What follows belongs to an exercise in optimizing a design on an open flow for small area, a short achievable clock period and few clock cycles per item; a production flow would make more cautious choices.

Setup of the previous run:
==> flow/design.v (excerpt) <==
module polar_decoder
(
    input  wire                  clk,
    input  wire                  rst_n,
    input  wire                  module_en,
    input  wire  [192-1:0]  rdata,
    output logic [11-1:0]  raddr,
    output logic [6-1:0]  waddr,
    output logic [16-1:0]  wdata,
    output logic                 wen,
    output logic                 proc_done
);
    polar_pkg::msg_t  message;
    logic [4:0]       a_k;
    logic             llr_cycle;
    logic             a_right;
    logic             b_right;
    frame_sequencer u_seq (
        .clk       (clk),
        .rst_n     (rst_n),
        .module_en (module_en),
        .rdata     (rdata),
        .raddr     (raddr),
        .llr_cycle (llr_cycle),
        .a_k       (a_k),
        .a_right   (a_right),
        .b_right   (b_right),
        .message   (message),
        .waddr     (waddr),
        .wdata     (wdata),
        .wen       (wen),
        .proc_done (proc_done)
    );
    sc_controller u_ctrl (
        .clk       (clk),
        .rdata     (rdata),
        .llr_cycle (llr_cycle),
        .a_k       (a_k),
        .a_right   (a_right),
        .b_right   (b_right),
        .message   (message)
    );
endmodule
Size in the first run: roughly 770 flip-flops, about 0.058 sq mm of cells after synthesis.
clock: 10.0 ns
lec_check: 0
abc_area: 1
cap_margin: 20
core_margin: 2
core_utilization: 55
setup_slack_margin: 4.0
slew_margin: 20
tns_end_percent: 100
run.sh (not shown) runs the stock make flow with config.mk's settings and CLKGATE_MAP_FILE= SYNTH_SCRIPT=/design/flow/synth_recipe.tcl, a recipe that flattens the netlist after the stock synthesis.
diff inputs: the previous run => the current run
--- a/flow/design.v
+++ b/flow/design.v
@@ -189,49 +189,50 @@
 module half_stage_a #(parameter int W = 13)
 (
     input  wire  [8*(W+1)-1:0] x,
     input  wire  [3:0]         fr,
     output logic [3:0]         u,
     output logic [3:0]         ps,
-    output logic [4*(2*W+8)-1:0] gpre       
+    output logic [4*(W+2)-1:0] z,
+    output logic [3:0]         nz
 );
     logic [4*(W+1)-1:0] yl;
     logic [3:0]         nzl;
+    sc_quarter #(.W(W)) u_ql (.y(yl), .nz(nzl), .fr(fr), .u(u), .ps(ps));
     for (genvar i = 0; i < 4; i++) begin : g_l
-        logic [W:0] a, b;
-        logic [W:0] sum, dif;
-        logic       ge, eq, nza, nzb;
+        logic [W:0]   a, b;
+        logic [W:0]   sum, dif;
+        logic         ge, eq, nza, nzb;
+        logic [W+1:0] z0, z1;
+        logic         nz0, nz1;
         assign a   = x[i*(W+1) +: W+1];
         assign b   = x[(i+4)*(W+1) +: W+1];
         assign nza = |a[W-1:0];
         assign nzb = |b[W-1:0];
         pe_f #(.W(W)) u_f (.a(a), .b(b), .y(yl[i*(W+1) +: W+1]));
         assign nzl[i] = nza & nzb;
         pe_g_pre #(.W(W), .FAST(0)) u_p (.a(a), .b(b), .sum(sum), .dif(dif), .b_ge(ge), .eq(eq));
-        assign gpre[i*(2*W+8) +: 2*W+8] = {a[W], b[W], nza, nzb, ge, eq, dif, sum};
+        pe_g_sel #(.W(W)) u_s0 (.sa(a[W]), .sb(b[W]), .nza(nza), .nzb(nzb),
+                                .sum(sum), .dif(dif), .b_ge(ge), .eq(eq),
+                                .t(1'b0), .y(z0), .nz(nz0));
+        pe_g_sel #(.W(W)) u_s1 (.sa(a[W]), .sb(b[W]), .nza(nza), .nzb(nzb),
+                                .sum(sum), .dif(dif), .b_ge(ge), .eq(eq),
+                                .t(1'b1), .y(z1), .nz(nz1));
+        assign z[i*(W+2) +: W+2] = ps[i] ? z1 : z0;
+        assign nz[i]             = ps[i] ? nz1 : nz0;
     end
-    sc_quarter #(.W(W)) u_ql (.y(yl), .nz(nzl), .fr(fr), .u(u), .ps(ps));
 endmodule
 module half_stage_b #(parameter int W = 13)
 (
-    input  wire  [4*(2*W+8)-1:0] gpre,
-    input  wire  [3:0]         psl,
+    input  wire  [4*(W+2)-1:0] z,
+    input  wire  [3:0]         nz,
     input  wire  [3:0]         fr,
     output logic [3:0]         u,
     output logic [3:0]         ps
 );
-    logic [4*(W+2)-1:0] yr;
-    logic [3:0]         nzr;
-    for (genvar i = 0; i < 4; i++) begin : g_r
-        logic [2*W+7:0] p;
-        assign p = gpre[i*(2*W+8) +: 2*W+8];
-        pe_g_sel #(.W(W)) u_s (.sa(p[2*W+7]), .sb(p[2*W+6]), .nza(p[2*W+5]), .nzb(p[2*W+4]),
-                               .sum(p[W:0]), .dif(p[2*W+1:W+1]), .b_ge(p[2*W+3]), .eq(p[2*W+2]),
-                               .t(psl[i]), .y(yr[i*(W+2) +: W+2]), .nz(nzr[i]));
-    end
-    sc_quarter #(.W(W+1)) u_qr (.y(yr), .nz(nzr), .fr(fr), .u(u), .ps(ps));
+    sc_quarter #(.W(W+1)) u_qr (.y(z), .nz(nz), .fr(fr), .u(u), .ps(ps));
 endmodule
 `default_nettype wire
 `default_nettype none
 module sc_controller
 (
     input  wire                   clk,
@@ -240,24 +241,25 @@
     input  wire  [4:0]            a_k,           
     input  wire                   a_right,       
     output logic                  b_right,       
     output polar_pkg::msg_t       message        
 );
     localparam int XW = 14;                      
-    localparam int GW = 2*13+8;
     logic [16*13-1:0]    ch_sm;                  
     logic [16*13-1:0]    ch_a;
     logic [16*13-1:0]    ch_b;
     logic [8*XW-1:0]     x_a;
     logic [8*XW-1:0]     x_d;
     logic [15:0]         frozen_a;
     logic [7:0]          fr_a;
     logic [3:0]          u_a;
     logic [3:0]          ps_a;
-    logic [4*GW-1:0]     gpre_a;
-    logic [4*GW-1:0]     gpre_b;
+    logic [4*15-1:0]     z_a;
+    logic [4*15-1:0]     z_b;
+    logic [3:0]          nz_a;
+    logic [3:0]          nz_b;
     logic [3:0]          psl_b;
     logic [3:0]          ul_b;
     logic [3:0]          fr_b;
     logic [4:0]          k_b;
     logic [3:0]          u_b;
     logic [3:0]          ps_b;
@@ -306,28 +308,30 @@
     end
     half_stage_a #(.W(13)) u_sa (
         .x    (x_a),
         .fr   (fr_a[3:0]),
         .u    (u_a),
         .ps   (ps_a),
-        .gpre (gpre_a)
+        .z    (z_a),
+        .nz   (nz_a)
     );
     half_stage_b #(.W(13)) u_sb (
-        .gpre (gpre_b),
-        .psl  (psl_b),
+        .z    (z_b),
+        .nz   (nz_b),
         .fr   (fr_b),
         .u    (u_b),
         .ps   (ps_b)
     );
     assign left   = {ps_b, psl_b ^ ps_b};
     assign u_half = {u_b, ul_b};
     always_ff @(posedge clk) begin
         ch_a    <= ch_sm;
         ch_b    <= ch_a;
         x_a     <= x_d;
-        gpre_b  <= gpre_a;
+        z_b     <= z_a;
+        nz_b    <= nz_a;
         psl_b   <= ps_a;
         ul_b    <= u_a;
         fr_b    <= fr_a[7:4];
         k_b     <= a_k;
         b_right <= a_right;
         u_lo1   <= u_half;
==> notes.md <==
The final layout from the current run, which completed every stage, passed the timing, design-rule and antenna checks at the end of the flow. The current run vs the previous run: critical path buffer and inverter count down in the current run. Adder-cell share of the synthesized area in the current run is 0.28 points lower than in the previous run. The current run vs the previous run on required time reported for the critical path endpoint: the current run is the higher one. Fraction of area in registers down 1.5 points in the current run wrt the previous run. The previous run → the current run: global-route wire length before repair rose by 7.7%; complex-gate fraction of the synthesized area fell by 1.3 points.
No functional check of the RTL was part of any run of this note.

-- re-timing with driven ports --
The flow's constraints put no driver on any port. The routed layouts listed below were extracted and timed again, unchanged, in two steps.
Step 1 sets driving cells, clkbuf_16 on the clock port and buf_2 on the other inputs (assumed; they add their load-dependent delay and slew).
Step 2 adds t to the input delays and takes it off the output delays; t is the mean of the earliest and latest rising clock arrival at the registers after step 1. Input paths then give back, and output paths get back, about the clock's delay inside the block.
Three values: ideal ports, drivers, drivers and shift; two values: the first two.
| run | shift t [ns] | slack for setup (ns) | slew at the worst register clock pin (ns) | worst slew at a driven data input, ns | pins driven straight from the clock port |
|---|---|---|---|---|---|
| the previous run | 0.732 | 4.119 / 4.119 / 3.535 | 0.07 / 0.07 | 0.08 | 1 |
| the current run | 0.722 | 4.139 / 4.139 / 3.727 | 0.07 / 0.07 | 0.17 | 1 |
After both steps setup and hold are still met in every run listed. For the previous run, which loses most, drivers alone change the setup slack by 0.000 ns; drivers and shift together by -0.584 ns.
